Source: an optimization exercise on an open RTL-to-GDS flow (aim: small area, a short achievable clock period and few clock cycles per item). Production flows keep margins and buffers that such runs may drop.
In this exercise RTL edits were held to simulation tests only and were not proved equivalent to the original.

--- flow/flow/run.sh ---
#!/bin/bash
# The standard layout with two changes:
#  - between synthesis and floorplan, fainv.py chooses the polarity of every full adder (and
#    of gates that have an inverting twin) so that fewer inverters sit between them; registers,
#    ports and the function are unchanged;
#  - every port still gets its buffer, but a buf_4 rather than the default pick.
# Each tool's output goes to its own log here.
set -euo pipefail
R="$PWD/orfs/results/$FLOW_PLATFORM/fx_dot2_top/base"
bash standard.sh "$R/1_2_yosys.v" > synth.log 2>&1
cp "$R/1_2_yosys.v" "$R/1_2_yosys.std.v"
python3 flow/fainv.py "$R/1_2_yosys.std.v" "$R/1_2_yosys.v" > fainv.log 2>&1
bash standard.sh finish "BUFFER_PORTS_ARGS=-buffer_cell sky130_fd_sc_hd__buf_4" > layout.log 2>&1
--- flow/flow/fainv.py ---
#!/usr/bin/env python3
"""Remove inverters around full-adder cells in a Yosys gate netlist.

A full adder is self-dual: with all three inputs complemented it gives both outputs
complemented. Yosys's adder extraction picks each adder's polarity on its own and puts
inverters between adders. This script chooses the polarities again so that as few signals
as possible need an inverter: it may flip a full adder (complement its inputs and outputs),
swap a gate for its inverting twin (and2 <-> nand2, a21o <-> a21oi, ...), and let an xor or
xnor take an input in the other polarity by swapping xor <-> xnor. Then it rewrites the
netlist with one inverter per signal still needed in both polarities. Registers, ports and
the function are unchanged.
usage: fainv.py IN.v OUT.v
"""
import os
import re
import sys

INV = "sky130_fd_sc_hd__inv_"
FA = "sky130_fd_sc_hd__fa_"
OUTPINS = {"X", "Y", "Q", "Q_N", "SUM", "COUT", "HI", "LO"}

LIBF = os.path.join(os.environ.get("FLOW_HOME", "/OpenROAD-flow-scripts/flow"), "platforms/sky130hd/lib/sky130_fd_sc_hd__tt_025C_1v80.lib")
PAIRS = """and2 nand2, or2 nor2, and3 nand3, or3 nor3, and4 nand4, or4 nor4, xor2 xnor2,
a21o a21oi, o21a o21ai, a22o a22oi, o22a o22ai, a211o a211oi, o211a o211ai, a31o a31oi,
o31a o31ai, a32o a32oi, a221o a221oi, o221a o221ai, a311o a311oi, o311a o311ai, a41o a41oi,
o41a o41ai, a2111o a2111oi, o2111a o2111ai, and2b nand2b, or2b nor2b, and3b nand3b,
or3b nor3b, and4b nand4b, or4b nor4b, and4bb nand4bb, or4bb nor4bb, mux2 mux2i, xor3 xnor3,
a21bo a21boi, o21ba o21bai, a2bb2o a2bb2oi, o2bb2a o2bb2ai"""
LIBTEXT = open(LIBF).read()
LIBCELLS = set(re.findall(r'cell \("?sky130_fd_sc_hd__(\w+?)"?\)', LIBTEXT))
OUTPIN = {}     # single-output cell -> its output pin
_starts = [m.start() for m in re.finditer(r'cell \("?sky130_fd_sc_hd__', LIBTEXT)] + [len(LIBTEXT)]
for _i, _j in zip(_starts, _starts[1:]):
    _body = LIBTEXT[_i:_j]
    _name = re.match(r'cell \("?(sky130_fd_sc_hd__\w+?)"?\)', _body).group(1)
    _outs = [m.group(1) for m in re.finditer(r'pin \("?(\w+)"?\)\s*\{\s*[^{}]*?direction\s*:\s*"?output', _body)]
    if len(_outs) == 1:
        OUTPIN[_name] = _outs[0]
TWIN = {}
for pair in PAIRS.replace("\n", " ").split(","):
    pos, neg = pair.split()
    for x, y in ((pos, neg), (neg, pos)):
        for c in LIBCELLS:
            m = re.fullmatch(re.escape(x) + r"_(\d+)", c)
            if not m:
                continue
            sizes = sorted(int(z.group(1)) for z in (re.fullmatch(re.escape(y) + r"_(\d+)", d) for d in LIBCELLS) if z)
            if not sizes:
                continue
            want = int(m.group(1))
            got = want if want in sizes else min(sizes, key=lambda k: (abs(k - want), k))
            TWIN["sky130_fd_sc_hd__" + c] = "sky130_fd_sc_hd__" + f"{y}_{got}"
TWIN = {k: v for k, v in TWIN.items() if k in OUTPIN and v in OUTPIN}

src = open(sys.argv[1]).read()
mod_start = src.index("module ")
body_end = src.rindex("endmodule")

cell_re = re.compile(r"^  (sky130_fd_sc_hd__\w+) (\S+) +\(\n(.*?)\n  \);\n", re.S | re.M)
pin_re = re.compile(r"^    \.(\w+)\((.*)\),?$")

cells = []
spans = []
for m in cell_re.finditer(src):
    pins = []
    for line in m.group(3).split("\n"):
        pm = pin_re.match(line)
        assert pm, line
        pins.append([pm.group(1), pm.group(2).strip()])
    cells.append({"type": m.group(1), "name": m.group(2), "pins": pins})
    spans.append((m.start(), m.end()))

# output ports
ports_out = set()
hdr = src[mod_start:src.index(");", mod_start)]
for m in re.finditer(r"^\s*output\s+(\[\d+:\d+\]\s+)?(\S+?);", src[mod_start:body_end], re.M):
    rng, nm = m.group(1), m.group(2)
    if rng:
        hi, lo = map(int, re.findall(r"\d+", rng))
        for i in range(min(hi, lo), max(hi, lo) + 1):
            ports_out.add(f"{nm}[{i}]")
    else:
        ports_out.add(nm)

# assigns would complicate the picture: refuse them
assert not re.search(r"^\s*assign ", src[mod_start:body_end], re.M), "netlist has assigns"

driver = {}
for ci, c in enumerate(cells):
    for p, n in c["pins"]:
        if p in OUTPINS:
            driver[n] = ci


def is_inv(ci):
    return cells[ci]["type"].startswith(INV)


def pin(c, p):
    for q, n in c["pins"]:
        if q == p:
            return n


# base signal and polarity of each net
memo = {}


def base(n):
    if n in memo:
        return memo[n]
    ci = driver.get(n)
    if ci is not None and is_inv(ci):
        b, pol = base(pin(cells[ci], "A"))
        r = (b, pol ^ 1)
    else:
        r = (n, 0)
    memo[n] = r
    return r


XORS = {}
for c in LIBCELLS:
    m = re.fullmatch(r"(xor|xnor)([23])_(\d+)", c)
    if m:
        other = ("xnor" if m.group(1) == "xor" else "xor") + m.group(2) + "_" + m.group(3)
        if other in LIBCELLS:
            XORS["sky130_fd_sc_hd__" + c] = "sky130_fd_sc_hd__" + other
isxor = set(ci for ci, c in enumerate(cells) if c["type"] in XORS)

fas = [ci for ci, c in enumerate(cells) if c["type"].startswith(FA)]
isfa = set(fas)
twins = [ci for ci, c in enumerate(cells) if c["type"] in TWIN]
flip = {ci: 0 for ci in fas + twins}

# consumers of each base: list of (cell index or port, required polarity relative to base before flips)
cons = {}
for ci, c in enumerate(cells):
    if is_inv(ci):
        continue
    if ci in isxor:
        continue        # takes either polarity (see below)
    for p, n in c["pins"]:
        if p in OUTPINS or n.startswith("1'") or n.startswith("0'"):
            continue
        b, pol = base(n)
        cons.setdefault(b, []).append((ci, pol))
for n in ports_out:
    b, pol = base(n)
    cons.setdefault(b, []).append((-1, pol))


def avail(b):
    ci = driver.get(b)
    return flip.get(ci, 0) if ci is not None else 0


def cost(b):
    a = avail(b)
    return int(any((pol ^ (flip[ci] if ci in isfa else 0)) != a for ci, pol in cons.get(b, [])))


def touched(ci):
    c = cells[ci]
    bs = set()
    for p, n in c["pins"]:
        if p in OUTPINS:
            bs.add(n)
        elif ci in isfa and not n.startswith("1'"):
            bs.add(base(n)[0])
    return bs


before = sum(cost(b) for b in cons)
changed = True
rounds = 0
while changed and rounds < 50:
    changed = False
    rounds += 1
    for ci in fas + twins:
        bs = touched(ci)
        c0 = sum(cost(b) for b in bs)
        flip[ci] ^= 1
        c1 = sum(cost(b) for b in bs)
        if c1 < c0:
            changed = True
        else:
            flip[ci] ^= 1
after = sum(cost(b) for b in cons)
ninv = sum(1 for ci in range(len(cells)) if is_inv(ci))

# names for (base, polarity): prefer existing nets, ports first
names = {}
for n in list(memo.keys()) + list(ports_out):
    b, pol = base(n)
    key = (b, pol)
    if n in ports_out:
        assert key not in names or names[key] not in ports_out or names[key] == n, f"two ports for {key}"
        names[key] = n
    else:
        names.setdefault(key, n)
newwires = []


def name(b, pol):
    key = (b, pol)
    if key not in names:
        nm = f"_fainv{len(newwires)}_"
        newwires.append(nm)
        names[key] = nm
    return names[key]


out_cells = []
for ci, c in enumerate(cells):
    if is_inv(ci):
        continue
    f = flip.get(ci, 0) if ci in isfa else 0
    typ = c["type"]
    tw = flip.get(ci, 0) and ci not in isfa
    if ci in isxor:
        # an xor takes each input in the polarity its driver gives, swapping to xnor per
        # input taken complemented; a flipped output (twin) swaps it once more
        tog = 1 if tw else 0
        for p, n in c["pins"]:
            if p in OUTPINS or n.startswith("1'") or n.startswith("0'"):
                continue
            b, pol = base(n)
            if avail(b) != pol:
                tog ^= 1
        if tog:
            typ = XORS[typ]
        pins = []
        for p, n in c["pins"]:
            if p in OUTPINS:
                q = OUTPIN[typ]
                pins.append((q, name(n, avail(n))))
            elif n.startswith("1'") or n.startswith("0'"):
                pins.append((p, n))
            else:
                b, pol = base(n)
                pins.append((p, name(b, avail(b))))
        out_cells.append((typ, c["name"], pins))
        continue
    if tw:
        typ = TWIN[typ]
    pins = []
    for p, n in c["pins"]:
        if p in OUTPINS:
            q = OUTPIN[typ] if tw else p
            pins.append((q, name(n, avail(n))))
        elif n.startswith("1'") or n.startswith("0'"):
            if f:
                n = {"1'h0": "1'h1", "1'h1": "1'h0", "1'b0": "1'b1", "1'b1": "1'b0"}[n]
            pins.append((p, n))
        else:
            b, pol = base(n)
            pins.append((p, name(b, pol ^ f)))
    out_cells.append((typ, c["name"], pins))

# one inverter per base signal whose consumers need the other polarity
k = 0
for b in cons:
    a = avail(b)
    need = set()
    for ci, pol in cons[b]:
        need.add(pol ^ (flip[ci] if ci in isfa else 0))
    if (1 - a) in need:
        out_cells.append(("sky130_fd_sc_hd__inv_1", f"_fainv_cell{k}_",
                          [("A", name(b, a)), ("Y", name(b, 1 - a))]))
        k += 1

# every (base, pol) name in use must be driven: a name driven nowhere means a port fed
# straight from another port or constant, which this script does not handle
def esc(n):
    return n + " " if n.startswith("\\") else n


text = []
for t, nm, pins in out_cells:
    text.append(f"  {t} {esc(nm)} (\n" + ",\n".join(f"    .{p}({esc(n)})" for p, n in pins) + "\n  );\n")

for (s0, e0), (s1, e1) in zip(spans, spans[1:]):
    assert src[e0:s1].strip() == "", "text between cells: " + src[e0:s1][:200]
first = spans[0][0]
last = spans[-1][1]
decl = "".join(f"  wire {w};\n" for w in newwires)
res = src[:first] + decl + "".join(text) + src[last:]
open(sys.argv[2], "w").write(res)
print(f"fainv: {len(fas)} full adders, {len(twins)} gates with a twin, {sum(flip.values())} flipped, inverters {ninv} -> {k}"
      f" (signals needing one: {before} -> {after})", file=sys.stderr)
--- flow/standard.sh ---
#!/bin/bash
# synth_recipe.tcl (not shown) runs the flow's synth.tcl, then flattens the netlist and writes it again
# the make line also repeats each setting of config.mk as NAME=value (left out here)
make -C /OpenROAD-flow-scripts/flow DESIGN_CONFIG=/design/flow/config.mk WORK_HOME=/design/flow/orfs CLKGATE_MAP_FILE= SYNTH_SCRIPT=/design/flow/synth_recipe.tcl "${@:-finish}"
--- flow/config.mk ---
export PLATFORM = sky130hd
export DESIGN_NAME = fx_dot2_top
export DESIGN_NICKNAME = fx_dot2_top
export VERILOG_FILES = /design/flow/design.v
export SDC_FILE = /design/flow/constraint.sdc
export NUM_CORES = 4
export LEC_CHECK = 0
export CAP_MARGIN = 20
export CORE_MARGIN = 2
export CORE_UTILIZATION = 40
export SLEW_MARGIN = 20
--- flow/constraint.sdc ---
create_clock -name core_clock -period 7.0 [get_ports {clk}]
set_input_delay 1.4000 -clock core_clock [delete_from_list [all_inputs] [get_ports {clk}]]
set_output_delay 1.4000 -clock core_clock [all_outputs]
set_load 0.01 [all_outputs]
--- flow/design.v ---
package fx_pkg;
    localparam int FX_WIDTH = 16;
    localparam int FX_QFRAC = 8;
    typedef enum logic {
        COMB_ADD = 1'b0,     
        COMB_SUB = 1'b1      
    } fx_comb_op_e;
endpackage
`timescale 1ns/1ps
module fx_mul (
    input  logic [15:0] a,
    input  logic [7:0]  bneg,     
    input  logic [7:0]  bone,     
    input  logic [7:0]  btwo,     
    input  logic [7:0]  rnd,      
    output logic [23:0] x,
    output logic [23:0] y
);
    wire t0 = (((bone[0] & a[0]) | (btwo[0] & 1'b0)) ^ bneg[0]);
    wire t1 = (((bone[0] & a[1]) | (btwo[0] & a[0])) ^ bneg[0]);
    wire t2 = (((bone[0] & a[2]) | (btwo[0] & a[1])) ^ bneg[0]);
    wire t3 = (((bone[0] & a[3]) | (btwo[0] & a[2])) ^ bneg[0]);
    wire t4 = (((bone[0] & a[4]) | (btwo[0] & a[3])) ^ bneg[0]);
    wire t5 = (((bone[0] & a[5]) | (btwo[0] & a[4])) ^ bneg[0]);
    wire t6 = (((bone[0] & a[6]) | (btwo[0] & a[5])) ^ bneg[0]);
    wire t7 = (((bone[0] & a[7]) | (btwo[0] & a[6])) ^ bneg[0]);
    wire t8 = (((bone[0] & a[8]) | (btwo[0] & a[7])) ^ bneg[0]);
    wire t9 = (((bone[0] & a[9]) | (btwo[0] & a[8])) ^ bneg[0]);
    wire t10 = (((bone[0] & a[10]) | (btwo[0] & a[9])) ^ bneg[0]);
    wire t11 = (((bone[0] & a[11]) | (btwo[0] & a[10])) ^ bneg[0]);
    wire t12 = (((bone[0] & a[12]) | (btwo[0] & a[11])) ^ bneg[0]);
    wire t13 = (((bone[0] & a[13]) | (btwo[0] & a[12])) ^ bneg[0]);
    wire t14 = (((bone[0] & a[14]) | (btwo[0] & a[13])) ^ bneg[0]);
    wire t15 = (((bone[0] & a[15]) | (btwo[0] & a[14])) ^ bneg[0]);
    wire t16 = ~(((bone[0] & a[15]) | (btwo[0] & a[15])) ^ bneg[0]);
    wire t17 = (((bone[1] & a[0]) | (btwo[1] & 1'b0)) ^ bneg[1]);
    wire t18 = (((bone[1] & a[1]) | (btwo[1] & a[0])) ^ bneg[1]);
    wire t19 = (((bone[1] & a[2]) | (btwo[1] & a[1])) ^ bneg[1]);
    wire t20 = (((bone[1] & a[3]) | (btwo[1] & a[2])) ^ bneg[1]);
    wire t21 = (((bone[1] & a[4]) | (btwo[1] & a[3])) ^ bneg[1]);
    wire t22 = (((bone[1] & a[5]) | (btwo[1] & a[4])) ^ bneg[1]);
    wire t23 = (((bone[1] & a[6]) | (btwo[1] & a[5])) ^ bneg[1]);
    wire t24 = (((bone[1] & a[7]) | (btwo[1] & a[6])) ^ bneg[1]);
    wire t25 = (((bone[1] & a[8]) | (btwo[1] & a[7])) ^ bneg[1]);
    wire t26 = (((bone[1] & a[9]) | (btwo[1] & a[8])) ^ bneg[1]);
    wire t27 = (((bone[1] & a[10]) | (btwo[1] & a[9])) ^ bneg[1]);
    wire t28 = (((bone[1] & a[11]) | (btwo[1] & a[10])) ^ bneg[1]);
    wire t29 = (((bone[1] & a[12]) | (btwo[1] & a[11])) ^ bneg[1]);
    wire t30 = (((bone[1] & a[13]) | (btwo[1] & a[12])) ^ bneg[1]);
    wire t31 = (((bone[1] & a[14]) | (btwo[1] & a[13])) ^ bneg[1]);
    wire t32 = (((bone[1] & a[15]) | (btwo[1] & a[14])) ^ bneg[1]);
    wire t33 = ~(((bone[1] & a[15]) | (btwo[1] & a[15])) ^ bneg[1]);
    wire t34 = (((bone[2] & a[0]) | (btwo[2] & 1'b0)) ^ bneg[2]);
    wire t35 = (((bone[2] & a[1]) | (btwo[2] & a[0])) ^ bneg[2]);
    wire t36 = (((bone[2] & a[2]) | (btwo[2] & a[1])) ^ bneg[2]);
    wire t37 = (((bone[2] & a[3]) | (btwo[2] & a[2])) ^ bneg[2]);
    wire t38 = (((bone[2] & a[4]) | (btwo[2] & a[3])) ^ bneg[2]);
    wire t39 = (((bone[2] & a[5]) | (btwo[2] & a[4])) ^ bneg[2]);
    wire t40 = (((bone[2] & a[6]) | (btwo[2] & a[5])) ^ bneg[2]);
    wire t41 = (((bone[2] & a[7]) | (btwo[2] & a[6])) ^ bneg[2]);
    wire t42 = (((bone[2] & a[8]) | (btwo[2] & a[7])) ^ bneg[2]);
    wire t43 = (((bone[2] & a[9]) | (btwo[2] & a[8])) ^ bneg[2]);
    wire t44 = (((bone[2] & a[10]) | (btwo[2] & a[9])) ^ bneg[2]);
    wire t45 = (((bone[2] & a[11]) | (btwo[2] & a[10])) ^ bneg[2]);
    wire t46 = (((bone[2] & a[12]) | (btwo[2] & a[11])) ^ bneg[2]);
    wire t47 = (((bone[2] & a[13]) | (btwo[2] & a[12])) ^ bneg[2]);
    wire t48 = (((bone[2] & a[14]) | (btwo[2] & a[13])) ^ bneg[2]);
    wire t49 = (((bone[2] & a[15]) | (btwo[2] & a[14])) ^ bneg[2]);
    wire t50 = ~(((bone[2] & a[15]) | (btwo[2] & a[15])) ^ bneg[2]);
    wire t51 = (((bone[3] & a[0]) | (btwo[3] & 1'b0)) ^ bneg[3]);
    wire t52 = (((bone[3] & a[1]) | (btwo[3] & a[0])) ^ bneg[3]);
    wire t53 = (((bone[3] & a[2]) | (btwo[3] & a[1])) ^ bneg[3]);
    wire t54 = (((bone[3] & a[3]) | (btwo[3] & a[2])) ^ bneg[3]);
    wire t55 = (((bone[3] & a[4]) | (btwo[3] & a[3])) ^ bneg[3]);
    wire t56 = (((bone[3] & a[5]) | (btwo[3] & a[4])) ^ bneg[3]);
    wire t57 = (((bone[3] & a[6]) | (btwo[3] & a[5])) ^ bneg[3]);
    wire t58 = (((bone[3] & a[7]) | (btwo[3] & a[6])) ^ bneg[3]);
    wire t59 = (((bone[3] & a[8]) | (btwo[3] & a[7])) ^ bneg[3]);
    wire t60 = (((bone[3] & a[9]) | (btwo[3] & a[8])) ^ bneg[3]);
    wire t61 = (((bone[3] & a[10]) | (btwo[3] & a[9])) ^ bneg[3]);
    wire t62 = (((bone[3] & a[11]) | (btwo[3] & a[10])) ^ bneg[3]);
    wire t63 = (((bone[3] & a[12]) | (btwo[3] & a[11])) ^ bneg[3]);
    wire t64 = (((bone[3] & a[13]) | (btwo[3] & a[12])) ^ bneg[3]);
    wire t65 = (((bone[3] & a[14]) | (btwo[3] & a[13])) ^ bneg[3]);
    wire t66 = (((bone[3] & a[15]) | (btwo[3] & a[14])) ^ bneg[3]);
    wire t67 = ~(((bone[3] & a[15]) | (btwo[3] & a[15])) ^ bneg[3]);
    wire t68 = (((bone[4] & a[0]) | (btwo[4] & 1'b0)) ^ bneg[4]);
    wire t69 = (((bone[4] & a[1]) | (btwo[4] & a[0])) ^ bneg[4]);
    wire t70 = (((bone[4] & a[2]) | (btwo[4] & a[1])) ^ bneg[4]);
    wire t71 = (((bone[4] & a[3]) | (btwo[4] & a[2])) ^ bneg[4]);
    wire t72 = (((bone[4] & a[4]) | (btwo[4] & a[3])) ^ bneg[4]);
    wire t73 = (((bone[4] & a[5]) | (btwo[4] & a[4])) ^ bneg[4]);
    wire t74 = (((bone[4] & a[6]) | (btwo[4] & a[5])) ^ bneg[4]);
    wire t75 = (((bone[4] & a[7]) | (btwo[4] & a[6])) ^ bneg[4]);
    wire t76 = (((bone[4] & a[8]) | (btwo[4] & a[7])) ^ bneg[4]);
    wire t77 = (((bone[4] & a[9]) | (btwo[4] & a[8])) ^ bneg[4]);
    wire t78 = (((bone[4] & a[10]) | (btwo[4] & a[9])) ^ bneg[4]);
    wire t79 = (((bone[4] & a[11]) | (btwo[4] & a[10])) ^ bneg[4]);
    wire t80 = (((bone[4] & a[12]) | (btwo[4] & a[11])) ^ bneg[4]);
    wire t81 = (((bone[4] & a[13]) | (btwo[4] & a[12])) ^ bneg[4]);
    wire t82 = (((bone[4] & a[14]) | (btwo[4] & a[13])) ^ bneg[4]);
    wire t83 = (((bone[4] & a[15]) | (btwo[4] & a[14])) ^ bneg[4]);
    wire t84 = (((bone[5] & a[0]) | (btwo[5] & 1'b0)) ^ bneg[5]);
    wire t85 = (((bone[5] & a[1]) | (btwo[5] & a[0])) ^ bneg[5]);
    wire t86 = (((bone[5] & a[2]) | (btwo[5] & a[1])) ^ bneg[5]);
    wire t87 = (((bone[5] & a[3]) | (btwo[5] & a[2])) ^ bneg[5]);
    wire t88 = (((bone[5] & a[4]) | (btwo[5] & a[3])) ^ bneg[5]);
    wire t89 = (((bone[5] & a[5]) | (btwo[5] & a[4])) ^ bneg[5]);
    wire t90 = (((bone[5] & a[6]) | (btwo[5] & a[5])) ^ bneg[5]);
    wire t91 = (((bone[5] & a[7]) | (btwo[5] & a[6])) ^ bneg[5]);
    wire t92 = (((bone[5] & a[8]) | (btwo[5] & a[7])) ^ bneg[5]);
    wire t93 = (((bone[5] & a[9]) | (btwo[5] & a[8])) ^ bneg[5]);
    wire t94 = (((bone[5] & a[10]) | (btwo[5] & a[9])) ^ bneg[5]);
    wire t95 = (((bone[5] & a[11]) | (btwo[5] & a[10])) ^ bneg[5]);
    wire t96 = (((bone[5] & a[12]) | (btwo[5] & a[11])) ^ bneg[5]);
    wire t97 = (((bone[5] & a[13]) | (btwo[5] & a[12])) ^ bneg[5]);
    wire t98 = (((bone[6] & a[0]) | (btwo[6] & 1'b0)) ^ bneg[6]);
    wire t99 = (((bone[6] & a[1]) | (btwo[6] & a[0])) ^ bneg[6]);
    wire t100 = (((bone[6] & a[2]) | (btwo[6] & a[1])) ^ bneg[6]);
    wire t101 = (((bone[6] & a[3]) | (btwo[6] & a[2])) ^ bneg[6]);
    wire t102 = (((bone[6] & a[4]) | (btwo[6] & a[3])) ^ bneg[6]);
    wire t103 = (((bone[6] & a[5]) | (btwo[6] & a[4])) ^ bneg[6]);
    wire t104 = (((bone[6] & a[6]) | (btwo[6] & a[5])) ^ bneg[6]);
    wire t105 = (((bone[6] & a[7]) | (btwo[6] & a[6])) ^ bneg[6]);
    wire t106 = (((bone[6] & a[8]) | (btwo[6] & a[7])) ^ bneg[6]);
    wire t107 = (((bone[6] & a[9]) | (btwo[6] & a[8])) ^ bneg[6]);
    wire t108 = (((bone[6] & a[10]) | (btwo[6] & a[9])) ^ bneg[6]);
    wire t109 = (((bone[6] & a[11]) | (btwo[6] & a[10])) ^ bneg[6]);
    wire t110 = (((bone[7] & a[0]) | (btwo[7] & 1'b0)) ^ bneg[7]);
    wire t111 = (((bone[7] & a[1]) | (btwo[7] & a[0])) ^ bneg[7]);
    wire t112 = (((bone[7] & a[2]) | (btwo[7] & a[1])) ^ bneg[7]);
    wire t113 = (((bone[7] & a[3]) | (btwo[7] & a[2])) ^ bneg[7]);
    wire t114 = (((bone[7] & a[4]) | (btwo[7] & a[3])) ^ bneg[7]);
    wire t115 = (((bone[7] & a[5]) | (btwo[7] & a[4])) ^ bneg[7]);
    wire t116 = (((bone[7] & a[6]) | (btwo[7] & a[5])) ^ bneg[7]);
    wire t117 = (((bone[7] & a[7]) | (btwo[7] & a[6])) ^ bneg[7]);
    wire t118 = (((bone[7] & a[8]) | (btwo[7] & a[7])) ^ bneg[7]);
    wire t119 = (((bone[7] & a[9]) | (btwo[7] & a[8])) ^ bneg[7]);
    wire t120 = bneg[5] ^ t10;
    wire t121 = bneg[5] & t10;
    wire t122 = t11 ^ t26;
    wire t123 = t11 & t26;
    wire t124 = bneg[6] ^ t12 ^ t27;
    wire t125 = (bneg[6] & t12) | (bneg[6] & t27) | (t12 & t27);
    wire t126 = t42 ^ t57;
    wire t127 = t42 & t57;
    wire t128 = t13 ^ t28 ^ t43;
    wire t129 = (t13 & t28) | (t13 & t43) | (t28 & t43);
    wire t130 = t58 ^ t73;
    wire t131 = t58 & t73;
    wire t132 = bneg[7] ^ t14 ^ t29;
    wire t133 = (bneg[7] & t14) | (bneg[7] & t29) | (t14 & t29);
    wire t134 = t44 ^ t59 ^ t74;
    wire t135 = (t44 & t59) | (t44 & t74) | (t59 & t74);
    wire t136 = t88 ^ t100;
    wire t137 = t88 & t100;
    wire t138 = t15 ^ t30 ^ t45;
    wire t139 = (t15 & t30) | (t15 & t45) | (t30 & t45);
    wire t140 = t60 ^ t75 ^ t89;
    wire t141 = (t60 & t75) | (t60 & t89) | (t75 & t89);
    wire t142 = t101 ^ t111;
    wire t143 = t101 & t111;
    wire t144 = 1'b1 ^ t16 ^ t31;
    wire t145 = (1'b1 & t16) | (1'b1 & t31) | (t16 & t31);
    wire t146 = t46 ^ t61 ^ t76;
    wire t147 = (t46 & t61) | (t46 & t76) | (t61 & t76);
    wire t148 = t90 ^ t102 ^ t112;
    wire t149 = (t90 & t102) | (t90 & t112) | (t102 & t112);
    wire t150 = 1'b1 ^ t32 ^ t47;
    wire t151 = (1'b1 & t32) | (1'b1 & t47) | (t32 & t47);
    wire t152 = t62 ^ t77 ^ t91;
    wire t153 = (t62 & t77) | (t62 & t91) | (t77 & t91);
    wire t154 = t103 ^ t113;
    wire t155 = t103 & t113;
    wire t156 = t33 ^ t48 ^ t63;
    wire t157 = (t33 & t48) | (t33 & t63) | (t48 & t63);
    wire t158 = t78 ^ t92 ^ t104;
    wire t159 = (t78 & t92) | (t78 & t104) | (t92 & t104);
    wire t160 = 1'b1 ^ t49 ^ t64;
    wire t161 = (1'b1 & t49) | (1'b1 & t64) | (t49 & t64);
    wire t162 = t79 ^ t93;
    wire t163 = t79 & t93;
    wire t164 = t50 ^ t65 ^ t80;
    wire t165 = (t50 & t65) | (t50 & t80) | (t65 & t80);
    wire t166 = 1'b1 ^ t66;
    wire t167 = 1'b1 & t66;
    wire t168 = bneg[2] ^ rnd[4];
    wire t169 = bneg[2] & rnd[4];
    wire t170 = rnd[5] ^ t5;
    wire t171 = rnd[5] & t5;
    wire t172 = bneg[3] ^ rnd[6] ^ t6;
    wire t173 = (bneg[3] & rnd[6]) | (bneg[3] & t6) | (rnd[6] & t6);
    wire t174 = t21 ^ t36;
    wire t175 = t21 & t36;
    wire t176 = rnd[7] ^ t7 ^ t22;
    wire t177 = (rnd[7] & t7) | (rnd[7] & t22) | (t7 & t22);
    wire t178 = t37 ^ t52;
    wire t179 = t37 & t52;
    wire t180 = bneg[4] ^ t8 ^ t23;
    wire t181 = (bneg[4] & t8) | (bneg[4] & t23) | (t8 & t23);
    wire t182 = t38 ^ t53 ^ t68;
    wire t183 = (t38 & t53) | (t38 & t68) | (t53 & t68);
    wire t184 = t9 ^ t24 ^ t39;
    wire t185 = (t9 & t24) | (t9 & t39) | (t24 & t39);
    wire t186 = t54 ^ t69;
    wire t187 = t54 & t69;
    wire t188 = t25 ^ t40 ^ t55;
    wire t189 = (t25 & t40) | (t25 & t55) | (t40 & t55);
    wire t190 = t70 ^ t84 ^ t120;
    wire t191 = (t70 & t84) | (t70 & t120) | (t84 & t120);
    wire t192 = t41 ^ t56 ^ t71;
    wire t193 = (t41 & t56) | (t41 & t71) | (t56 & t71);
    wire t194 = t85 ^ t121 ^ t122;
    wire t195 = (t85 & t121) | (t85 & t122) | (t121 & t122);
    wire t196 = t72 ^ t86 ^ t98;
    wire t197 = (t72 & t86) | (t72 & t98) | (t86 & t98);
    wire t198 = t123 ^ t126 ^ t124;
    wire t199 = (t123 & t126) | (t123 & t124) | (t126 & t124);
    wire t200 = t87 ^ t99 ^ t127;
    wire t201 = (t87 & t99) | (t87 & t127) | (t99 & t127);
    wire t202 = t130 ^ t125 ^ t128;
    wire t203 = (t130 & t125) | (t130 & t128) | (t125 & t128);
    wire t204 = t110 ^ t131 ^ t136;
    wire t205 = (t110 & t131) | (t110 & t136) | (t131 & t136);
    wire t206 = t129 ^ t132 ^ t134;
    wire t207 = (t129 & t132) | (t129 & t134) | (t132 & t134);
    wire t208 = t137 ^ t142 ^ t133;
    wire t209 = (t137 & t142) | (t137 & t133) | (t142 & t133);
    wire t210 = t135 ^ t138 ^ t140;
    wire t211 = (t135 & t138) | (t135 & t140) | (t138 & t140);
    wire t212 = t143 ^ t139 ^ t141;
    wire t213 = (t143 & t139) | (t143 & t141) | (t139 & t141);
    wire t214 = t144 ^ t146 ^ t148;
    wire t215 = (t144 & t146) | (t144 & t148) | (t146 & t148);
    wire t216 = t154 ^ t145 ^ t147;
    wire t217 = (t154 & t145) | (t154 & t147) | (t145 & t147);
    wire t218 = t149 ^ t150 ^ t152;
    wire t219 = (t149 & t150) | (t149 & t152) | (t150 & t152);
    wire t220 = t114 ^ t155 ^ t151;
    wire t221 = (t114 & t155) | (t114 & t151) | (t155 & t151);
    wire t222 = t153 ^ t156 ^ t158;
    wire t223 = (t153 & t156) | (t153 & t158) | (t156 & t158);
    wire t224 = t105 ^ t115 ^ t162;
    wire t225 = (t105 & t115) | (t105 & t162) | (t115 & t162);
    wire t226 = t157 ^ t159 ^ t160;
    wire t227 = (t157 & t159) | (t157 & t160) | (t159 & t160);
    wire t228 = t94 ^ t106 ^ t116;
    wire t229 = (t94 & t106) | (t94 & t116) | (t106 & t116);
    wire t230 = t163 ^ t161 ^ t164;
    wire t231 = (t163 & t161) | (t163 & t164) | (t161 & t164);
    wire t232 = t81 ^ t95 ^ t107;
    wire t233 = (t81 & t95) | (t81 & t107) | (t95 & t107);
    wire t234 = t117 ^ t166 ^ t165;
    wire t235 = (t117 & t166) | (t117 & t165) | (t166 & t165);
    wire t236 = t67 ^ t82 ^ t96;
    wire t237 = (t67 & t82) | (t67 & t96) | (t82 & t96);
    wire t238 = t108 ^ t118 ^ t167;
    wire t239 = (t108 & t118) | (t108 & t167) | (t118 & t167);
    wire t240 = 1'b1 ^ t83 ^ t97;
    wire t241 = (1'b1 & t83) | (1'b1 & t97) | (t83 & t97);
    wire t242 = t109 ^ t119;
    wire t243 = t109 & t119;
    wire t244 = bneg[1] ^ rnd[2];
    wire t245 = bneg[1] & rnd[2];
    wire t246 = rnd[3] ^ t3;
    wire t247 = rnd[3] & t3;
    wire t248 = t168 ^ t4 ^ t19;
    wire t249 = (t168 & t4) | (t168 & t19) | (t4 & t19);
    wire t250 = t169 ^ t20 ^ t35;
    wire t251 = (t169 & t20) | (t169 & t35) | (t20 & t35);
    wire t252 = t51 ^ t171 ^ t174;
    wire t253 = (t51 & t171) | (t51 & t174) | (t171 & t174);
    wire t254 = t175 ^ t178 ^ t173;
    wire t255 = (t175 & t178) | (t175 & t173) | (t178 & t173);
    wire t256 = t179 ^ t177 ^ t180;
    wire t257 = (t179 & t177) | (t179 & t180) | (t177 & t180);
    wire t258 = t186 ^ t181 ^ t183;
    wire t259 = (t186 & t181) | (t186 & t183) | (t181 & t183);
    wire t260 = t187 ^ t185 ^ t188;
    wire t261 = (t187 & t185) | (t187 & t188) | (t185 & t188);
    wire t262 = t189 ^ t192 ^ t191;
    wire t263 = (t189 & t192) | (t189 & t191) | (t192 & t191);
    wire t264 = t193 ^ t196 ^ t195;
    wire t265 = (t193 & t196) | (t193 & t195) | (t196 & t195);
    wire t266 = t197 ^ t200 ^ t199;
    wire t267 = (t197 & t200) | (t197 & t199) | (t200 & t199);
    wire t268 = t201 ^ t204 ^ t203;
    wire t269 = (t201 & t204) | (t201 & t203) | (t204 & t203);
    wire t270 = t205 ^ t207 ^ t208;
    wire t271 = (t205 & t207) | (t205 & t208) | (t207 & t208);
    wire t272 = t209 ^ t211 ^ t212;
    wire t273 = (t209 & t211) | (t209 & t212) | (t211 & t212);
    wire t274 = t213 ^ t215 ^ t216;
    wire t275 = (t213 & t215) | (t213 & t216) | (t215 & t216);
    wire t276 = t217 ^ t219 ^ t220;
    wire t277 = (t217 & t219) | (t217 & t220) | (t219 & t220);
    wire t278 = t221 ^ t224 ^ t223;
    wire t279 = (t221 & t224) | (t221 & t223) | (t224 & t223);
    wire t280 = t228 ^ t225 ^ t227;
    wire t281 = (t228 & t225) | (t228 & t227) | (t225 & t227);
    wire t282 = t229 ^ t232 ^ t231;
    wire t283 = (t229 & t232) | (t229 & t231) | (t232 & t231);
    wire t284 = t233 ^ t236 ^ t238;
    wire t285 = (t233 & t236) | (t233 & t238) | (t236 & t238);
    wire t286 = t242 ^ t237 ^ t240;
    wire t287 = (t242 & t237) | (t242 & t240) | (t237 & t240);
    wire t288 = bneg[0] ^ rnd[0];
    wire t289 = bneg[0] & rnd[0];
    wire t290 = rnd[1] ^ t1;
    wire t291 = rnd[1] & t1;
    wire t292 = t244 ^ t2 ^ t17;
    wire t293 = (t244 & t2) | (t244 & t17) | (t2 & t17);
    wire t294 = t245 ^ t18 ^ t246;
    wire t295 = (t245 & t18) | (t245 & t246) | (t18 & t246);
    wire t296 = t34 ^ t247 ^ t248;
    wire t297 = (t34 & t247) | (t34 & t248) | (t247 & t248);
    wire t298 = t170 ^ t249 ^ t250;
    wire t299 = (t170 & t249) | (t170 & t250) | (t249 & t250);
    wire t300 = t251 ^ t172 ^ t252;
    wire t301 = (t251 & t172) | (t251 & t252) | (t172 & t252);
    wire t302 = t176 ^ t253 ^ t254;
    wire t303 = (t176 & t253) | (t176 & t254) | (t253 & t254);
    wire t304 = t182 ^ t255 ^ t256;
    wire t305 = (t182 & t255) | (t182 & t256) | (t255 & t256);
    wire t306 = t184 ^ t257 ^ t258;
    wire t307 = (t184 & t257) | (t184 & t258) | (t257 & t258);
    wire t308 = t259 ^ t190 ^ t260;
    wire t309 = (t259 & t190) | (t259 & t260) | (t190 & t260);
    wire t310 = t194 ^ t261 ^ t262;
    wire t311 = (t194 & t261) | (t194 & t262) | (t261 & t262);
    wire t312 = t198 ^ t263 ^ t264;
    wire t313 = (t198 & t263) | (t198 & t264) | (t263 & t264);
    wire t314 = t202 ^ t265 ^ t266;
    wire t315 = (t202 & t265) | (t202 & t266) | (t265 & t266);
    wire t316 = t206 ^ t267 ^ t268;
    wire t317 = (t206 & t267) | (t206 & t268) | (t267 & t268);
    wire t318 = t210 ^ t269 ^ t270;
    wire t319 = (t210 & t269) | (t210 & t270) | (t269 & t270);
    wire t320 = t214 ^ t271 ^ t272;
    wire t321 = (t214 & t271) | (t214 & t272) | (t271 & t272);
    wire t322 = t218 ^ t273 ^ t274;
    wire t323 = (t218 & t273) | (t218 & t274) | (t273 & t274);
    wire t324 = t222 ^ t275 ^ t276;
    wire t325 = (t222 & t275) | (t222 & t276) | (t275 & t276);
    wire t326 = t226 ^ t277 ^ t278;
    wire t327 = (t226 & t277) | (t226 & t278) | (t277 & t278);
    wire t328 = t230 ^ t279 ^ t280;
    wire t329 = (t230 & t279) | (t230 & t280) | (t279 & t280);
    wire t330 = t234 ^ t281 ^ t282;
    wire t331 = (t234 & t281) | (t234 & t282) | (t281 & t282);
    wire t332 = t235 ^ t284 ^ t283;
    wire t333 = (t235 & t284) | (t235 & t283) | (t284 & t283);
    wire t334 = t239 ^ t286 ^ t285;
    wire t335 = (t239 & t286) | (t239 & t285) | (t286 & t285);
    assign x = {t333, t331, t329, t327, t325, t323, t321, t319, t317, t315, t313, t311, t309, t307, t305, t303, t301, t299, t297, t295, t293, t291, t289, t288};
    assign y = {t334, t332, t330, t328, t326, t324, t322, t320, t318, t316, t314, t312, t310, t308, t306, t304, t302, t300, t298, t296, t294, t292, t290, t0};
endmodule
module fx_booth_enc (
    input  logic [15:0] b,
    output logic [7:0]  bneg,
    output logic [7:0]  bone,
    output logic [7:0]  btwo
);
    logic [16:0] bx;
    assign bx = {b, 1'b0};
    always_comb begin
        for (int i = 0; i < 8; i++) begin
            bneg[i] = bx[2*i+2];
            bone[i] = bx[2*i+1] ^ bx[2*i];
            btwo[i] = (bx[2*i+2] & ~bx[2*i+1] & ~bx[2*i]) | (~bx[2*i+2] & bx[2*i+1] & bx[2*i]);
        end
    end
endmodule
`timescale 1ns/1ps
module fx_comb (
    input  logic        mode,     
    input  logic [15:0] x0h,
    input  logic [15:0] y0h,
    input  logic        c0,
    input  logic [15:0] x1h,
    input  logic [15:0] y1h,
    input  logic        c1,
    output logic [15:0] sum,
    output logic        s0,       
    output logic        s1n       
);
    logic [15:0] s1, k1, u, v;
    assign s1 = x0h ^ y0h ^ x1h;
    assign k1 = {(x0h[14:0] & y0h[14:0]) | (x0h[14:0] & x1h[14:0]) | (y0h[14:0] & x1h[14:0]), c0};
    assign u  = s1 ^ y1h ^ k1;
    assign v  = {(s1[14:0] & y1h[14:0]) | (s1[14:0] & k1[14:0]) | (y1h[14:0] & k1[14:0]), 1'b0};
    logic [16:0] sum_c;
    assign sum_c = {u, 1'b1} + {v, c1};
    assign sum   = sum_c[16:1];
    logic [16:0] l0_c, l1_c;
    logic [15:0] m16, a1, b1;
    assign l0_c = {x0h, 1'b1} + {y0h, c0};
    assign s0   = l0_c[16];
    assign m16  = {16{mode}};
    assign a1   = x1h ^ y1h ^ m16;
    assign b1   = {(x1h[14:0] & y1h[14:0]) | (x1h[14:0] & m16[14:0]) | (y1h[14:0] & m16[14:0]), 1'b0};
    assign l1_c = {a1, 1'b1} + {b1, c1};
    assign s1n  = l1_c[16];
endmodule
module fx_sum_sat (
    input  logic [15:0] sum,
    input  logic        s0,       
    input  logic        s1,       
    output logic [15:0] result,
    output logic        sat
);
    assign sat    = (s0 == s1) && (sum[15] != s0);
    assign result = sat ? {s0, {15{~s0}}} : sum;
endmodule
`timescale 1ns/1ps
module fx_dot2_top (
    input  logic        clk,
    input  logic        rst_n,
    input  logic        mode,     
    input  logic        valid_in,
    output logic        ready_out,
    input  logic [15:0] a0,
    input  logic [15:0] b0,
    input  logic [15:0] a1,
    input  logic [15:0] b1,
    output logic        valid_out,
    input  logic        ready_in,
    output logic [15:0] result,
    output logic        sat
);
    logic adv3, adv2, adv1, valid_x, valid_y;
    assign adv3      = !valid_out || ready_in;
    assign adv2      = adv3 || !valid_y;
    assign adv1      = adv2 || !valid_x;
    assign ready_out = adv1;
    always_ff @(posedge clk or negedge rst_n) begin
        if (!rst_n) begin
            valid_x   <= 1'b0;
            valid_y   <= 1'b0;
            valid_out <= 1'b0;
        end else begin
            if (adv1)
                valid_x <= valid_in;
            if (adv2)
                valid_y <= valid_x;
            if (adv3)
                valid_out <= valid_y;
        end
    end
    logic [7:0]  bn0, bo0, bt0, bn1, bo1, bt1;
    fx_booth_enc lane0_enc_i (.b(b0), .bneg(bn0), .bone(bo0), .btwo(bt0));
    fx_booth_enc lane1_enc_i (.b(b1), .bneg(bn1), .bone(bo1), .btwo(bt1));
    logic [15:0] a0_q, a1_q;
    logic [7:0]  bn0_q, bo0_q, bt0_q, bn1_q, bo1_q, bt1_q;
    logic        mode_q;
    always_ff @(posedge clk) begin
        if (adv1) begin
            a0_q   <= a0;
            a1_q   <= a1;
            bn0_q  <= bn0;
            bo0_q  <= bo0;
            bt0_q  <= bt0;
            bn1_q  <= bn1 ^ {8{mode}};
            bo1_q  <= bo1;
            bt1_q  <= bt1;
            mode_q <= mode;
        end
    end
    logic [7:0]  rnd1;
    assign rnd1 = mode_q ? 8'h7f : 8'h80;
    logic [23:0] x0, y0, x1, y1;
    fx_mul lane0_mul_i (.a(a0_q), .bneg(bn0_q), .bone(bo0_q), .btwo(bt0_q), .rnd(8'h80), .x(x0), .y(y0));
    fx_mul lane1_mul_i (.a(a1_q), .bneg(bn1_q), .bone(bo1_q), .btwo(bt1_q), .rnd(rnd1), .x(x1), .y(y1));
    logic [8:0] lo0, lo1;
    assign lo0 = {1'b0, x0[7:0]} + {1'b0, y0[7:0]};
    assign lo1 = {1'b0, x1[7:0]} + {1'b0, y1[7:0]};
    logic [15:0] x0h_q, y0h_q, x1h_q, y1h_q;
    logic        c0_q, c1_q, mode_y;    
    always_ff @(posedge clk) begin
        if (adv2) begin
            x0h_q  <= x0[23:8];
            y0h_q  <= y0[23:8];
            x1h_q  <= x1[23:8];
            y1h_q  <= y1[23:8];
            c0_q   <= lo0[8];
            c1_q   <= lo1[8];
            mode_y <= mode_q;
        end
    end
    logic [15:0] sum;
    logic        s0, s1;
    fx_comb comb_i (.mode(mode_y), .x0h(x0h_q), .y0h(y0h_q), .c0(c0_q), .x1h(x1h_q), .y1h(y1h_q),
                    .c1(c1_q), .sum(sum), .s0(s0), .s1n(s1));
    logic [15:0] sum_q;
    logic        s0_q, s1_q;
    always_ff @(posedge clk) begin
        if (adv3) begin
            sum_q <= sum;
            s0_q  <= s0;
            s1_q  <= s1;
        end
    end
    fx_sum_sat sum_i (.sum(sum_q), .s0(s0_q), .s1(s1_q), .result(result), .sat(sat));
endmodule
==> run summary, run 1 <==
- Mean Syn Cell Area: 11.53 um2
- Post-Route Setup TNS: 0 ns
- FILL cells: 3818
- Outcome: finished clean
- Remaining Overflow, GRT: 0
- Layout cells sized above 1: 8.807%
- Required @ worst endpoint: 5.60 ns
- Final max-slew violation count: 0
- Die ar.: 43460 um2
- Most frequent cells in the layout: a22oi_1 (215), fa_1 (204), xnor2_1 (183)
- Non-Filler Instances: 1974
- H-tree levels: 4
- Rel. slew slack: 30.53%
- Core area: 41020 um2
- DPL Wire Length: 27770 um
- Post_cts resized: 0
- DRT Wirelength: 36170 um
- Clk latency of the worst-skew pair: 0.45 ns
- CP max stage cell: nand4b_1
- # DRC: 0
- CP startpoint kind: primary input
- Vias in the first global route: 10.88k
- Crit path cell chain: buf_4 > nand4b_1 > buf_4
- Clock buffer depth: 2
- Via Count: 10.82k
- Final setup violating endpoints: 0
- Total GRT Usage: 17.23%
- WL per Instance: 18.33 um
- Antenna Violating Nets Remaining: 0
- PortBufs: 87
- Synthesized area: 16720 um2
- P&R area growth vs syn: 8.312%
- Initial DRC Count: 1074
- Vias per inst: 5.481
- Slew @ Worst Pin: 1.042 ns
- Placed cells: 1942
- Fmax: 0.2627 GHz
- Crit. Startpoint: ready_in
- CTS sink cnt: 169
- Cell mode on critical path: buf_4
- First-pass GRT wire length: 59540 um
- Hold crit path type: flip-flop to flip-flop
- RSZ-0062 raised after global routing: false
- Pre-antenna DRT Iters: 6
- Setup WS post-layout: 3.193 ns
- Critical path arrival: 2.41 ns
- Hold Startpoint: valid_x$_DFFE_PN0P_
- Tmin final: 3.807 ns
- Initial antenna violation count: 0
- Syn Nets: 1819
- Critical path type: primary input to primary output
- Diodes inserted: 0
- Crit-path max FO: 3
- I/O pins: 88
- Yosys warns: 2
- Clock Skews: 0.01074 ns
- Gpl congestion: 0.8580
- Pre-CTS WS: 3.151 ns
- Die width: 208.5 um
- TritonCTS clock tree: yes
- Reg2reg start: bn1_q[1]$_DFFE_PP_
- Sequential cell area: 5060 um2
- Root buf cell: clkbuf_16
- Postcts setup bufs: 0
- Most common cell after layout, fill and taps aside: a22oi_1
- Die H: 208.5 um
- Starting Density: 40.77%
- CTS clk-pin slew, worst paths: 0.07 ns
- Synth Instances: 1450
- Largest net degree at the start of global routing: 69
- Fin. Hold Viols: 0
- CTS buffer count: 17
- Multi-input logic area: 10840 um2
- Hold buffer count at CTS: 0
- Max incr delay on CP: 0.53 ns
- Nets@finish: 1798
- Max-capacitance violation count: 0
- Final worst path period share: 54.39%
- Crit end category: primary output
- # rows: 74
## layer usage
layer | global-route usage, % | vias up | wire, um
li1 | - | 4993 | -
met1 | 24.62 | 5489 | 16780
met2 | 27.15 | 303 | 17160
met3 | 2.506 | 34 | 1609
met4 | 5.334 | 0 | 622
met5 | 0 | - | 0
## registers in the layout, summed over array words and instances (netlist names), 8 cells and up
signal	count
x0h_q	16
bn1_q	8
bt1_q	8
sum_q	16
bo0_q	8
bn0_q	8
x1h_q	16
bo1_q	8
y0h_q	16
a1_q	16
a0_q	16
y1h_q	16
bt0_q	8
## through the flow
| stage | utilization (%) | hold WS (ns) | instance area [um2] |
|---|---|---|---|
| 6_report | 44.16 | 0.4769 | 18110 |
| 5_1_grt | 44.16 | 0.5082 | 18110 |
| 4_1_cts | 44.16 | 0.4831 | 18110 |
| 3_5_place_dp | 42.85 | 0.4640 | 17570 |
| 3_3_place_gp | 42.85 | 0.4504 | 17570 |
| 2_1_floorplan | - | 0.4351 | 16720 |
## layout make-up
type | count | share of cell area, %
Clock inverter | 11 | 0.4904
Timing Repair Buffer | 94 | 3.896
Tap cell | 532 | 3.675
Clock buffer | 21 | 2.487
Sequential cell | 169 | 27.93
Inverter | 80 | 1.658
Multi-Input combinational cell | 1067 | 59.86
## path summary, 6_finish.rpt
check                                        end  slack (ns)  depth (start not counted)
setup / recovery                       ready_out        3.19                          3
hold / removal               valid_y$_DFFE_PN0P_        0.48                          1
setup reg to reg                  c1_q$_DFFE_PP_        3.34                          7
hold reg to reg              valid_y$_DFFE_PN0P_        0.48                          1
max in group asynchronous  valid_out$_DFFE_PN0P_        6.18                          1
min in group asynchronous    valid_x$_DFFE_PN0P_        0.72                          1
## critical path: cells and delay by family
family | cells | cell delay [ns]
AND/OR/NAND/NOR | 1 | 0.53
buffers and inverters | 2 | 0.46
Testbench counts, summed over its fixed seeds: cycles 4,144, items 4,096.
==> run 2: changes to the inputs <==
--- a/flow/design.v
+++ b/flow/design.v
@@ -432,7 +432,8 @@
     assign adv3      = !valid_out || ready_in;
     assign adv2      = adv3 || !valid_y;
     assign adv1      = adv2 || !valid_x;
-    assign ready_out = adv1;
+    logic full_q;
+    assign ready_out = ready_in || !full_q;
     always_ff @(posedge clk or negedge rst_n) begin
         if (!rst_n) begin
             valid_x   <= 1'b0;
@@ -447,6 +448,12 @@
                 valid_out <= valid_y;
         end
     end
+    always_ff @(posedge clk or negedge rst_n) begin
+        if (!rst_n)
+            full_q <= 1'b0;
+        else
+            full_q <= (adv1 ? valid_in : valid_x) && (adv2 ? valid_x : valid_y) && (adv3 ? valid_y : valid_out);
+    end
     logic [7:0]  bn0, bo0, bt0, bn1, bo1, bt1;
     fx_booth_enc lane0_enc_i (.b(b0), .bneg(bn0), .bone(bo0), .btwo(bt0));
     fx_booth_enc lane1_enc_i (.b(b1), .bneg(bn1), .bone(bo1), .btwo(bt1));
@@ -471,26 +478,35 @@
     logic [23:0] x0, y0, x1, y1;
     fx_mul lane0_mul_i (.a(a0_q), .bneg(bn0_q), .bone(bo0_q), .btwo(bt0_q), .rnd(8'h80), .x(x0), .y(y0));
     fx_mul lane1_mul_i (.a(a1_q), .bneg(bn1_q), .bone(bo1_q), .btwo(bt1_q), .rnd(rnd1), .x(x1), .y(y1));
-    logic [8:0] lo0, lo1;
-    assign lo0 = {1'b0, x0[7:0]} + {1'b0, y0[7:0]};
-    assign lo1 = {1'b0, x1[7:0]} + {1'b0, y1[7:0]};
+    logic [4:0] lo0, lo1, hi0, hi1;
+    assign lo0 = {1'b0, x0[3:0]} + {1'b0, y0[3:0]};
+    assign lo1 = {1'b0, x1[3:0]} + {1'b0, y1[3:0]};
+    assign hi0 = {1'b0, x0[7:4]} + {1'b0, y0[7:4]};
+    assign hi1 = {1'b0, x1[7:4]} + {1'b0, y1[7:4]};
     logic [15:0] x0h_q, y0h_q, x1h_q, y1h_q;
-    logic        c0_q, c1_q, mode_y;    
+    logic        c0l_q, c0g_q, c0p_q, c1l_q, c1g_q, c1p_q, mode_y;    
     always_ff @(posedge clk) begin
         if (adv2) begin
             x0h_q  <= x0[23:8];
             y0h_q  <= y0[23:8];
             x1h_q  <= x1[23:8];
             y1h_q  <= y1[23:8];
-            c0_q   <= lo0[8];
-            c1_q   <= lo1[8];
+            c0l_q  <= lo0[4];
+            c0g_q  <= hi0[4];
+            c0p_q  <= &(x0[7:4] | y0[7:4]);
+            c1l_q  <= lo1[4];
+            c1g_q  <= hi1[4];
+            c1p_q  <= &(x1[7:4] | y1[7:4]);
             mode_y <= mode_q;
         end
     end
+    logic c0, c1;
+    assign c0 = c0g_q || (c0p_q && c0l_q);
+    assign c1 = c1g_q || (c1p_q && c1l_q);
     logic [15:0] sum;
     logic        s0, s1;
-    fx_comb comb_i (.mode(mode_y), .x0h(x0h_q), .y0h(y0h_q), .c0(c0_q), .x1h(x1h_q), .y1h(y1h_q),
-                    .c1(c1_q), .sum(sum), .s0(s0), .s1n(s1));
+    fx_comb comb_i (.mode(mode_y), .x0h(x0h_q), .y0h(y0h_q), .c0(c0), .x1h(x1h_q), .y1h(y1h_q),
+                    .c1(c1), .sum(sum), .s0(s0), .s1n(s1));
     logic [15:0] sum_q;
     logic        s0_q, s1_q;
     always_ff @(posedge clk) begin
==> run 2 against run 1 <==
Against the previous run:
- still clean on timing, DRC and antenna
- maximum frequency grew 6.2%
- synthesized cell count grew 1.0%
- global-route usage grew 0.39 points
- critical endpoint is now sum_q[12]$_DFFE_PN_
==> run summary, run 2 <==
- Outcome: finished clean
- Layout cells sized above 1: 8.922% (+0.12 points)
- Crit-path max FO: 5 (+2)
- DPL Wire Length: 28470 um (+2.5%)
- Clock buffer depth: 2 (unchanged)
- Total GRT Usage: 17.63% (+0.39 points)
- DRT Wirelength: 37450 um (+3.5%)
- Crit end category: flip-flop
- Vias per inst: 5.497 (+0.31%)
- Post-Route Setup TNS: 0 ns (unchanged)
- FILL cells: 3824 (+0.16%)
- Gpl congestion: 0.8978 (+4.6%)
- H-tree levels: 4 (unchanged)
- Hold buffer count at CTS: 0 (unchanged)
- Initial antenna violation count: 0 (unchanged)
- Wire length on met3: 1905 um (+18%)
- Most common cell after layout, fill and taps aside: a22oi_1
- Syn Nets: 1838 (+1.0%)
- Antenna Violating Nets Remaining: 0 (unchanged)
- Crit path buf inv count: 0 (-2)
- Fin. Hold Viols: 0 (unchanged)
- Critical path type: flip-flop to flip-flop
- Metal2 WL: 17910 um (+4.4%)
- Hold crit path type: flip-flop to flip-flop
- Critical path arrival: 3.79 ns (+1.38 ns)
- Largest net degree at the start of global routing: 73 (+5.8%)
- Initial DRC Count: 896 (-17%)
- CTS buffer count: 17 (unchanged)
- Core area: 41950 um2 (+2.3%)
- Max-capacitance violation count: 0 (unchanged)
- Rel. slew slack: 27.40% (-3.1 points)
- Yosys warns: 2 (unchanged)
- Tmin final: 3.584 ns (-0.2236 ns)
- Setup WS post-layout: 3.416 ns (+0.2236 ns)
- TritonCTS clock tree: yes
- Wire length on met1: 17010 um (+1.4%)
- Die H: 210.0 um (+0.74%)
- Final worst path period share: 51.19% (-3.2 points)
- Remaining Overflow, GRT: 0 (unchanged)
- Root buf cell: clkbuf_16
- Die ar.: 44100 um2 (+1.5%)
- Die width: 210.0 um (+0.74%)
- # DRC: 0 (unchanged)
- Crit path cell chain: fa_1 > fa_1 > ha_1 > a211o_1 > a41o_1 > a211o_1 > o22a_1 > or3_1 > o31a_1
- Via Count: 10.97k (+1.4%)
- CTS clk-pin slew, worst paths: 0.07 ns (about the same)
- Slew @ Worst Pin: 1.089 ns (+0.04697 ns)
- Nets@finish: 1817 (+1.1%)
- Starting Density: 40.47% (-0.30 points)
- WL per Instance: 18.76 um (+2.4%)
- Diodes inserted: 0 (unchanged)
- Final max-slew violation count: 0 (unchanged)
- Fmax: 0.2791 GHz (+6.2%)
- Synth Instances: 1465 (+1.0%)
- Max incr delay on CP: 0.57 ns (+0.04 ns)
- Pre-antenna DRT Iters: 5 (-1)
- First-pass GRT wire length: 60960 um (+2.4%)
- Final setup violating endpoints: 0 (unchanged)
- CP startpoint kind: flip-flop
- Vias in the first global route: 11.13k (+2.2%)
- Required @ worst endpoint: 7.21 ns (+1.61 ns)
- Post_cts resized: 0 (unchanged)
- # rows: 75 (+1.4%)
- Mean Syn Cell Area: 11.59 um2 (+0.46%)
- Clk latency of the worst-skew pair: 0.46 ns (about the same)
- Pre-CTS WS: 3.439 ns (+0.2886 ns)
- P&R area growth vs syn: 8.499%
- Postcts setup bufs: 0 (unchanged)
- PortBufs: 87 (unchanged)
- RSZ-0062 raised after global routing: false
- Uppermost routed layer: met4
- Delay-heaviest family, CP: adder cells
- I/O pins: 88 (unchanged)
- Most frequent cells in the layout: a22oi_1 (216), fa_1 (204), xnor2_1 (182)
- CP max stage cell: fa_1
- CTS sink cnt: 174 (+3.0%)
- Clock Skews: 0.007706 ns (-0.003039 ns)
- Synthesized area: 16980 um2 (+1.5%)
run 2: path summary, 6_finish.rpt:
path | startpoint | endpoint | slack [ns] | cells after the start
worst max register to register | x1h_q[2]$_DFFE_PN_ | sum_q[12]$_DFFE_PN_ | 3.42 | 9
worst min-delay path | valid_y$_DFF_PN0_ | valid_out$_DFF_PN0_ | 0.50 | 1
max in group asynchronous | rst_n | valid_x$_DFF_PN0_ | 6.18 | 1
worst max-delay path | x1h_q[2]$_DFFE_PN_ | sum_q[12]$_DFFE_PN_ | 3.42 | 9
min in group asynchronous | rst_n | full_q$_DFF_PN0_ | 0.72 | 1
worst min register to register | valid_y$_DFF_PN0_ | valid_out$_DFF_PN0_ | 0.50 | 1
run 2: stage by stage:
stage	hold slack [ns]	util, %	area, um2	std cells
2_1_floorplan	0.4577	-	16980	1465
3_3_place_gp	0.4639	42.51	17830	1964
3_5_place_dp	0.4865	42.51	17830	1964
4_1_cts	0.5029	43.91	18420	1996
5_1_grt	0.5082	43.91	18420	1996
6_report	0.4992	43.91	18420	1996
run 2: final cells by class:
type	count	area [um2]	share of cell area, %
clock buffers	17	425.4	2.310
clock inverters	15	158.9	0.8628
inverters	99	371.6	2.018
multi-input cells	1063	10910	59.26
flip-flops and latches	174	5205	28.26
well taps	539	674.4	3.662
repair buffers	89	668.1	3.628
run 2: per-layer routing:
| metal | track usage [%] | up-vias |
|---|---|---|
| met2 | 28.19 | 337 |
| met5 | 0 | - |
| met3 | 2.220 | 44 |
| met1 | 25.24 | 5549 |
| met4 | 5.234 | 0 |
| li1 | - | 5043 |
Testbench counts of run 2, summed over its fixed seeds: cycles 4,144, items 4,096.
==> run 3: changes to the inputs <==
--- a/flow/config.mk
+++ b/flow/config.mk
@@ -7,5 +7,5 @@
 export LEC_CHECK = 0
 export CAP_MARGIN = 20
 export CORE_MARGIN = 2
-export CORE_UTILIZATION = 40
+export CORE_UTILIZATION = 70
 export SLEW_MARGIN = 20
==> run 3 against run 2 <==
Against the previous run:
- clock-buffer cell count did not move
- sequential share of layout area rose by 0.45 points
- cell area fell by 1.6%
- setup slack got worse by 0.014 ns
- synthesized area did not move
- final cell count fell by 11%
- still clean on timing, DRC and antenna
- flip-flop and latch count did not move
- clock skew rose by 0.011 ns
- synthesized cell count did not move
- worst hold slack improved by 0.012 ns
==> run summary, run 3 <==
- Outcome: finished clean
- Clock Skews: 0.01874 ns (+0.01103 ns)
- Mean Syn Cell Area: 11.59 um2 (unchanged)
- CTS sink cnt: 174 (unchanged)
- WL per Instance: 20.84 um (+11%)
- Root buf cell: clkbuf_16
- Synth Instances: 1465 (unchanged)
- Synthesized area: 16980 um2 (unchanged)
- Final Cell Area: 18130 um2 (-1.6%)
- Final core utilization: 76.78% (+33 points)
- Hold buffer count at CTS: 0 (unchanged)
- DPL Wire Length: 27740 um (-2.5%)
- Post-DP Area: 17560 um2 (-1.5%)
- Critical path endpoint: sum_q[13]$_DFFE_PN_
- Vias in the first global route: 11.63k (+4.6%)
- Initial DRC Count: 1263 (+41%)
- Setup WS post-layout: 3.403 ns (-0.01384 ns)
- Reg2reg start: x1h_q[1]$_DFFE_PN_
- Post_cts resized: 0 (unchanged)
- Postcts setup bufs: 0 (unchanged)
- Final worst path period share: 51.39% (+0.20 points)
- RSZ-0062 raised after global routing: false
- Remaining Overflow, GRT: 0 (unchanged)
- Die width: 159.7 um (-24%)
- CTS buffer count: 17 (unchanged)
- Fmax: 0.2780 GHz (-0.38%)
- Crit end category: flip-flop
- Non-Filler Instances: 1776 (-11%)
- GR peak layer: met2
- Crit path cell chain: fa_1 > fa_1 > ha_1 > a21oi_1 > o211ai_1 > a2111o_1 > a21oi_1 > nor3_1 > a211o_1
- CP max stage cell: fa_1
- Diodes inserted: 0 (unchanged)
- Placed cells: 1744 (-11%)
- Via Count: 11.27k (+2.7%)
- PortBufs: 87 (unchanged)
- Nets@finish: 1817 (unchanged)
- Gpl congestion: 0.8879 (-1.1%)
- R2r worst-path depth: 9 (unchanged)
- R2r setup slk: 3.40 ns (about the same)
- Slew @ Worst Pin: 1.047 ns (-0.04203 ns)
- Core area: 23610 um2 (-44%)
- Largest net degree at the start of global routing: 73 (unchanged)
- H-tree levels: 4 (unchanged)
- Starting Density: 71.89% (+31 points)
- Reg-to-reg endpoint: sum_q[13]$_DFFE_PN_
- Post-Route Setup TNS: 0 ns (unchanged)
- First-pass GRT wire length: 61250 um (+0.48%)
- Initial antenna violation count: 0 (unchanged)
- Max incr delay on CP: 0.58 ns (about the same)
- Die H: 159.7 um (-24%)
- Most frequent cells in the layout: a22oi_1 (216), fa_1 (204), xnor2_1 (182)
- Vias per inst: 6.345 (+15%)
- Met3 usage: 4.234% (+2.0 points)
- Critical path arrival: 3.79 ns (about the same)
- Crit. Startpoint: x1h_q[1]$_DFFE_PN_
- TritonCTS clock tree: yes
- Pre-antenna DRT Iters: 5 (unchanged)
- Critical path type: flip-flop to flip-flop
- Max-capacitance violation count: 0 (unchanged)
- GR Util met2: 48.80% (+21 points)
- Layout cells sized above 1: 8.922% (unchanged)
- Multi-input logic area: 10910 um2 (unchanged)
- CP startpoint kind: flip-flop
- Clk latency of the worst-skew pair: 0.45 ns (about the same)
- Tmin final: 3.597 ns (+0.01384 ns)
- I/O pins: 88 (unchanged)
- Crit-path max FO: 4 (-1)
- Rel. slew slack: 30.20% (+2.8 points)
- DRT Wirelength: 37010 um (-1.2%)
- Yosys warns: 2 (unchanged)
- P&R area growth vs syn: 6.803%
- Antenna Violating Nets Remaining: 0 (unchanged)
- Fin. Hold Viols: 0 (unchanged)
- Total GRT Usage: 30.55% (+13 points)
- CTS clk-pin slew, worst paths: 0.07 ns (about the same)
- Syn Nets: 1838 (unchanged)
- Final max-slew violation count: 0 (unchanged)
- Required @ worst endpoint: 7.19 ns (-0.02 ns)
- Hold crit path type: flip-flop to flip-flop
- # DRC: 0 (unchanged)
- Clock buffer depth: 2 (unchanged)
- Die ar.: 25510 um2 (-42%)
- # rows: 56 (-25%)
- Final setup violating endpoints: 0 (unchanged)
- Pre-CTS WS: 3.422 ns (-0.01759 ns)
- Met1 Track Usage GR: 43.11% (+18 points)
- Sequential cell area: 5205 um2 (unchanged)
- Most common cell after layout, fill and taps aside: a22oi_1
- FILL cells: 1556 (-59%)
==> run 3: cell count changes in the layout (fill, tap and decap cells not counted), sizes merged <==
cell      delta
clkinvlp     -1
clkinv       -1
bufinv       -1
inv          +3
==> run 3: cell type report <==
| type | instances | share of cell area (%) |
|---|---|---|
| multi-input cells | 1063 | 60.20 |
| flip-flops and latches | 174 | 28.71 |
| repair buffers | 89 | 3.685 |
| clock buffers | 17 | 2.346 |
| well taps | 319 | 2.202 |
| inverters | 99 | 2.050 |
| clock inverters | 15 | 0.8075 |
==> run 3: how the worst min path moves through the flow <==
| stage | start | end | slack, ns | cells after the start |
|---|---|---|---|---|
| 2_1_floorplan | valid_x$_DFF_PN0_ | valid_y$_DFF_PN0_ | 0.46 | 1 |
| 5_1_grt | valid_y$_DFF_PN0_ | valid_out$_DFF_PN0_ | 0.55 | 1 |
| 4_1_cts | valid_y$_DFF_PN0_ | valid_out$_DFF_PN0_ | 0.53 | 1 |
| 3_5_place_dp | valid_y$_DFF_PN0_ | valid_out$_DFF_PN0_ | 0.50 | 1 |
| 6_report | valid_y$_DFF_PN0_ | valid_out$_DFF_PN0_ | 0.51 | 1 |
| 3_3_place_gp | valid_y$_DFF_PN0_ | valid_out$_DFF_PN0_ | 0.49 | 1 |
==> run 3: per-layer routing <==
metal | up-vias | wire, um | share of wire [%]
met4 | 0 | 1243 | 3.4
met1 | 5605 | 15250 | 41
met5 | - | 0 | 0
met3 | 79 | 2832 | 7.7
met2 | 539 | 17680 | 48
li1 | 5045 | - | -
==> run 3: critical path: cells and delay by family, from the launching register on <==
family                     cells  cell delay, ns
AOI/OAI and AO/OA              5            1.48
and+or+nand+nor                1            0.08
DFF                            1            0.46
adders and majority gates      3            1.35
==> run 3: metrics by stage <==
step | hold slack [ns]
3_3_place_gp | 0.4921
3_5_place_dp | 0.4962
6_report | 0.5114
4_1_cts | 0.5264
2_1_floorplan | 0.4577
5_1_grt | 0.5496

==> static timing again, ports no longer ideal <==
The flow's constraints put no driver on any port. The routed layouts listed below were extracted and timed again, unchanged, in two steps. Step 1 assumes that a clkbuf_16 drives the clock port and a buf_2 every other input. Step 2 also shifts input and output timing later by t, the mid clock arrival at the registers, as if the neighbouring blocks saw the same clock. Three values: no drivers, after step 1, after step 2; two values: the first two.
| run | t, ns | setup WS [ns] | worst hold slack (ns) | latest minus earliest clock arrival (ns) | cell pins on the clock port's net |
|---|---|---|---|---|---|
| run 1 | 0.495 | 3.193 / 3.163 / 3.163 | 0.477 / 0.477 / 0.477 | 0.011 / 0.012 | 1 |
| run 2 | 0.502 | 3.416 / 3.416 / 3.416 | 0.499 / 0.499 / 0.499 | 0.008 / 0.009 | 1 |
| run 3 | 0.491 | 3.403 / 3.403 / 3.403 | 0.511 / 0.511 / 0.511 | 0.022 / 0.022 | 1 |
After both steps every run listed still meets setup and hold. For run 1, which loses most, drivers alone change the setup slack by -0.030 ns; drivers and shift together by -0.030 ns.
